What follows belongs to an exercise in optimizing a design on an open flow for small area, a short achievable clock period and few clock cycles; a production flow would make more cautious choices. At most, simulation tests tie the RTL to the original design; equivalence was not proved. Power is estimated from default activity; no workload was simulated.

Design script_lexer_tokenizer_unit, start of the top module:
module script_lexer_tokenizer_unit (
    input  logic        i_clk,
    input  logic        i_rst_n,
    input  logic        i_byte_valid,
    output logic        o_byte_ready,
    input  logic [7:0]  i_byte_ch,
    input  logic        i_byte_final,
    output logic        o_tok_valid,
    input  logic        i_tok_ready,
    output logic [5:0]  o_tok_kind,
    output logic [19:0] o_tok_start,
    output logic [19:0] o_tok_len,
    output logic [15:0] o_tok_line,
    output logic [15:0] o_tok_col,
    output logic [7:0]  o_tok_bad,
    output logic        o_tok_last
);
==> flow/config.mk <==
export PLATFORM = sky130hd
export DESIGN_NAME = script_lexer_tokenizer_unit
export DESIGN_NICKNAME = script_lexer_tokenizer_unit
export VERILOG_FILES = /design/flow/design.v
export SDC_FILE = /design/flow/constraint.sdc
export NUM_CORES = 4
export LEC_CHECK = 0
export ABC_AREA = 1
export CAP_MARGIN = 20
export CORE_MARGIN = 2
export CORE_UTILIZATION = 40
export SLEW_MARGIN = 20
==> flow/constraint.sdc <==
create_clock -name core_clock -period 11.0 [get_ports {i_clk}]
set_input_delay 2.2000 -clock core_clock [delete_from_list [all_inputs] [get_ports {i_clk}]]
set_output_delay 2.2000 -clock core_clock [all_outputs]
set_load 0.01 [all_outputs]
standard.sh (not shown) runs the stock make flow with config.mk's settings and CLKGATE_MAP_FILE= SYNTH_SCRIPT=/design/flow/synth_recipe.tcl, a recipe that flattens the netlist after the stock synthesis.
==> flow/flow/run.sh <==
#!/bin/bash
# Standard layout (the standard.sh: ORFS synthesis to finish, same clock and
# constraints), with these changes to how the layout is made:
#  - the port buffers that ORFS inserts are plain buffers (buf_1) rather than the
#    delay cell ORFS picks by default; every port still gets its own buffer;
#  - ORFS's timing repair aims for more setup slack than the clock needs;
#  - clock tree: clkbuf_8 buffers, larger sink clusters, no dummy loads.
set -euo pipefail
export SETUP_SLACK_MARGIN=7.25
export BUFFER_PORTS_ARGS="-buffer_cell sky130_fd_sc_hd__buf_1"
export CTS_ARGS="-sink_clustering_enable -repair_clock_nets -buf_list sky130_fd_sc_hd__clkbuf_8 -sink_clustering_size 30 -sink_clustering_max_diameter 100 -dont_use_dummy_load"
bash standard.sh > standard_flow.log 2>&1
The first run passed the timing, DRC and antenna checks.
Testbench counts at the start, summed over its fixed seeds: cycles 22,586.
Rerun with:
--- a/flow/design.v
+++ b/flow/design.v
@@ -775,44 +775,43 @@
     end
     wire [19:0] pos_i  = pos_sat ? r_pos : r_pos + 20'd1;
     wire [19:0] len_i  = pos_sat ? r_len : r_len + 20'd1;
     wire [15:0] col_i  = col_sat ? r_col : r_col + 16'd1;
     wire [15:0] line_i = line_sat ? r_line : r_line + 16'd1;
     wire [19:0] n_pos  = clr ? 20'd0 : adv ? pos_i : r_pos;
     wire [15:0] n_col  = clr ? 16'd0 : col_set1 ? 16'd1 : adv ? col_i : r_col;
     wire [15:0] n_line = clr ? 16'd1 : line_adv ? line_i : r_line;
     wire [19:0] n_len  = len_ld ? {19'd0, len_v} : len_adv ? len_i : r_len;
     wire       accept = i_byte_valid && !r_bv2;
     wire       a_free = !r_bv || consume;    
-    wire       x_bv   = a_free ? r_bv1 : 1'b1;
-    wire [7:0] x_ch   = a_free ? r_ch1 : r_ch;
-    wire       x_fin  = a_free ? r_fin1 : r_fin;
+    wire [7:0] x_ch   = r_ch1;
+    wire       x_fin  = r_fin1;
     logic x_term, x_closable;
     always_comb begin
         x_term = 1'b0;
         x_closable = 1'b1;
         case (n_mode)
             S_OP:     x_term = (x_ch != "=");
             S_SLASH:  x_term = (x_ch != "/");
             S_IDENT:  x_term = !(is_digit(x_ch) || is_alpha(x_ch));
             S_INT:    x_term = !is_digit(x_ch) && (x_ch != ".");
             S_INTDOT: x_term = !is_digit(x_ch);
             S_FRAC:   x_term = !is_digit(x_ch);
             default:  x_closable = 1'b0;
         endcase
     end
     wire x_tokbyte = is_single(x_ch) ||
                      !(is_digit(x_ch) || is_alpha(x_ch) || (x_ch == "!") || (x_ch == "=") ||
                        (x_ch == "<") || (x_ch == ">") || (x_ch == "/") || (x_ch == "\"") ||
                        (x_ch == 8'h0A) || (x_ch == " ") || (x_ch == 8'h0D) || (x_ch == 8'h09));
-    wire x_close = x_bv && !n_post && x_term;
+    wire x_close = a_free && r_bv1 && x_term;
     assign o_byte_ready = !r_bv2;
     wire q_move  = stall ? !r_bv : a_free;
     wire q1_move = q_move && r_bv1;
     always_ff @(posedge i_clk) begin
         if (!i_rst_n) begin
             r_bv <= 1'b0; r_bv1 <= 1'b0; r_bv2 <= 1'b0; r_vout <= 1'b0;
         end else begin
             if (q_move) r_bv <= r_bv1;
             if (q1_move) begin
                 r_bv1 <= r_bv2 || accept;
                 r_bv2 <= 1'b0;
Effect: The changed run produced a clean layout. Clock power barely changes. Area after synthesis grows by 1.2%. Non-clock buffer count decreases by 13. Setup slack gains 30 ps. Register-to-register slack loses 90 ps. Total power climbs by 8.0%. First-iteration DRC count decreases by 1.4%. Sequential power goes up by 7.0%. Final area is lower by 0.87%. Routed wire length is lower by 4.1%. Cell count shrinks by 1.4%.
No functional check of the RTL was part of the second run of this note.


script_lexer_tokenizer_unit, a different RTL version from the one above (not shown whole).
Size: ~1,300 cells after synthesis, ~140 flip-flops, roughly 10,000 um2 of cells after synthesis.
## script_lexer_tokenizer_unit
module script_lexer_tokenizer_unit (
    input  logic        i_clk,
    input  logic        i_rst_n,
    input  logic        i_byte_valid,
    output logic        o_byte_ready,
    input  logic [7:0]  i_byte_ch,
    input  logic        i_byte_final,
    output logic        o_tok_valid,
    input  logic        i_tok_ready,
    output logic [5:0]  o_tok_kind,
    output logic [19:0] o_tok_start,
    output logic [19:0] o_tok_len,
    output logic [15:0] o_tok_line,
    output logic [15:0] o_tok_col,
    output logic [7:0]  o_tok_bad,
    output logic        o_tok_last
);
clock: 11.0 ns
lec_check: 0
cap_margin: 20
core_margin: 2
core_utilization: 40
slew_margin: 20
==> flow/flow/run.sh <==
#!/bin/bash
# Standard layout, with ORFS's timing repair asked to leave more setup slack
# than the clock needs (the clock, constraints and steps are unchanged).
set -euo pipefail
export SETUP_SLACK_MARGIN=6.5
bash standard.sh > standard_flow.log 2>&1
Then changed:
--- a/flow/design.v
+++ b/flow/design.v
@@ -769,38 +769,32 @@
             x_bv = 1'b1; x_ch = r_ch; x_fin = r_fin;
         end else if (r_bvb) begin
             x_bv = 1'b1; x_ch = r_chb; x_fin = r_finb;
         end else begin
             x_bv = accept; x_ch = i_byte_ch; x_fin = i_byte_final;
         end
     end
-    function automatic term_of(input [3:0] m, input [7:0] ch);
-        case (m)
-            S_OP:     term_of = (ch != "=");
-            S_SLASH:  term_of = (ch != "/");
-            S_IDENT:  term_of = !(is_digit(ch) || is_alpha(ch));
-            S_INT:    term_of = !is_digit(ch) && (ch != ".");
-            S_INTDOT: term_of = !is_digit(ch);
-            S_FRAC:   term_of = !is_digit(ch);
-            default:  term_of = 1'b0;
+    logic x_term, x_closable;
+    always_comb begin
+        x_term = 1'b0;
+        x_closable = 1'b1;
+        case (n_mode)
+            S_OP:     x_term = (x_ch != "=");
+            S_SLASH:  x_term = (x_ch != "/");
+            S_IDENT:  x_term = !(is_digit(x_ch) || is_alpha(x_ch));
+            S_INT:    x_term = !is_digit(x_ch) && (x_ch != ".");
+            S_INTDOT: x_term = !is_digit(x_ch);
+            S_FRAC:   x_term = !is_digit(x_ch);
+            default:  x_closable = 1'b0;
         endcase
-    endfunction
-    function automatic tokbyte_of(input [7:0] ch);
-        tokbyte_of = is_single(ch) ||
-                     !(is_digit(ch) || is_alpha(ch) || (ch == "!") || (ch == "=") ||
-                       (ch == "<") || (ch == ">") || (ch == "/") || (ch == "\"") ||
-                       (ch == 8'h0A) || (ch == " ") || (ch == 8'h0D) || (ch == 8'h09));
-    endfunction
-    wire x_closable = (n_mode == S_OP) || (n_mode == S_SLASH) || (n_mode == S_IDENT) ||
-                      (n_mode == S_INT) || (n_mode == S_INTDOT) || (n_mode == S_FRAC);
-    wire t_a = term_of(n_mode, r_ch),      k_a = tokbyte_of(r_ch);
-    wire t_b = term_of(n_mode, r_chb),     k_b = tokbyte_of(r_chb);
-    wire t_i = term_of(n_mode, i_byte_ch), k_i = tokbyte_of(i_byte_ch);
-    wire x_term    = !a_free ? t_a : r_bvb ? t_b : t_i;
-    wire x_tokbyte = !a_free ? k_a : r_bvb ? k_b : k_i;
+    end
+    wire x_tokbyte = is_single(x_ch) ||
+                     !(is_digit(x_ch) || is_alpha(x_ch) || (x_ch == "!") || (x_ch == "=") ||
+                       (x_ch == "<") || (x_ch == ">") || (x_ch == "/") || (x_ch == "\"") ||
+                       (x_ch == 8'h0A) || (x_ch == " ") || (x_ch == 8'h0D) || (x_ch == 8'h09));
     wire x_close = x_bv && !n_post && x_term;
     assign o_byte_ready = !r_bvb;
     always_ff @(posedge i_clk) begin
         if (!i_rst_n) begin
             r_bv <= 1'b0; r_bvb <= 1'b0; r_vout <= 1'b0;
         end else begin
             if (!stall) begin
=> Fmax stays flat. Worst hold slack loses 15 ps. Routed wire length is higher by a few percent. Total power goes up by about a fifth. Via count increases by a few percent. Die area grows by a few percent. Final cell count increases by a few percent. First-iteration DRC count climbs by about a fifth. Non-clock buffer count grows by 9. Combinational power rose by well over a third. Register-to-register slack improved by 50 ps. Design area went up by a few percent. Worst setup slack gains 12 ps.
No functional check of the RTL was part of any run of this note.

## afterwards: timing with drivers on the ports
The results above use ideal ports. As a check the final layouts listed here were re-extracted and re-timed, cells and wires unchanged.
Step 1 assumes that a clkbuf_16 drives the clock port and a buf_2 every other input.
Step 2, shift: input delay + t, output delay - t, t = (earliest + latest rising clock arrival at the registers) / 2. This alone moves slack from input paths to output paths.
Three values: no drivers, after step 1, after step 2; two values: the first two.
| run | t (ns) | setup WS [ns] | clock arrival spread, ns | worst data-port slew with drivers (ns) |
|---|---|---|---|---|
| the first run of note 1 | 0.486 | 7.399 / 7.356 / 6.942 | 0.041 / 0.041 | 0.05 |
| the second run of note 1 | 0.480 | 7.429 / 7.419 / 6.973 | 0.035 / 0.035 | 0.03 |
| the first run of note 2 | 0.468 | 6.662 / 6.662 / 6.254 | 0.017 / 0.017 | 0.03 |
| the second run of note 2 | 0.476 | 6.674 / 6.700 / 6.224 | 0.030 / 0.029 | 0.04 |
After both steps every run listed still meets setup and hold. For the first run of note 1, which loses most, drivers alone change the setup slack by -0.043 ns; drivers and shift together by -0.457 ns.
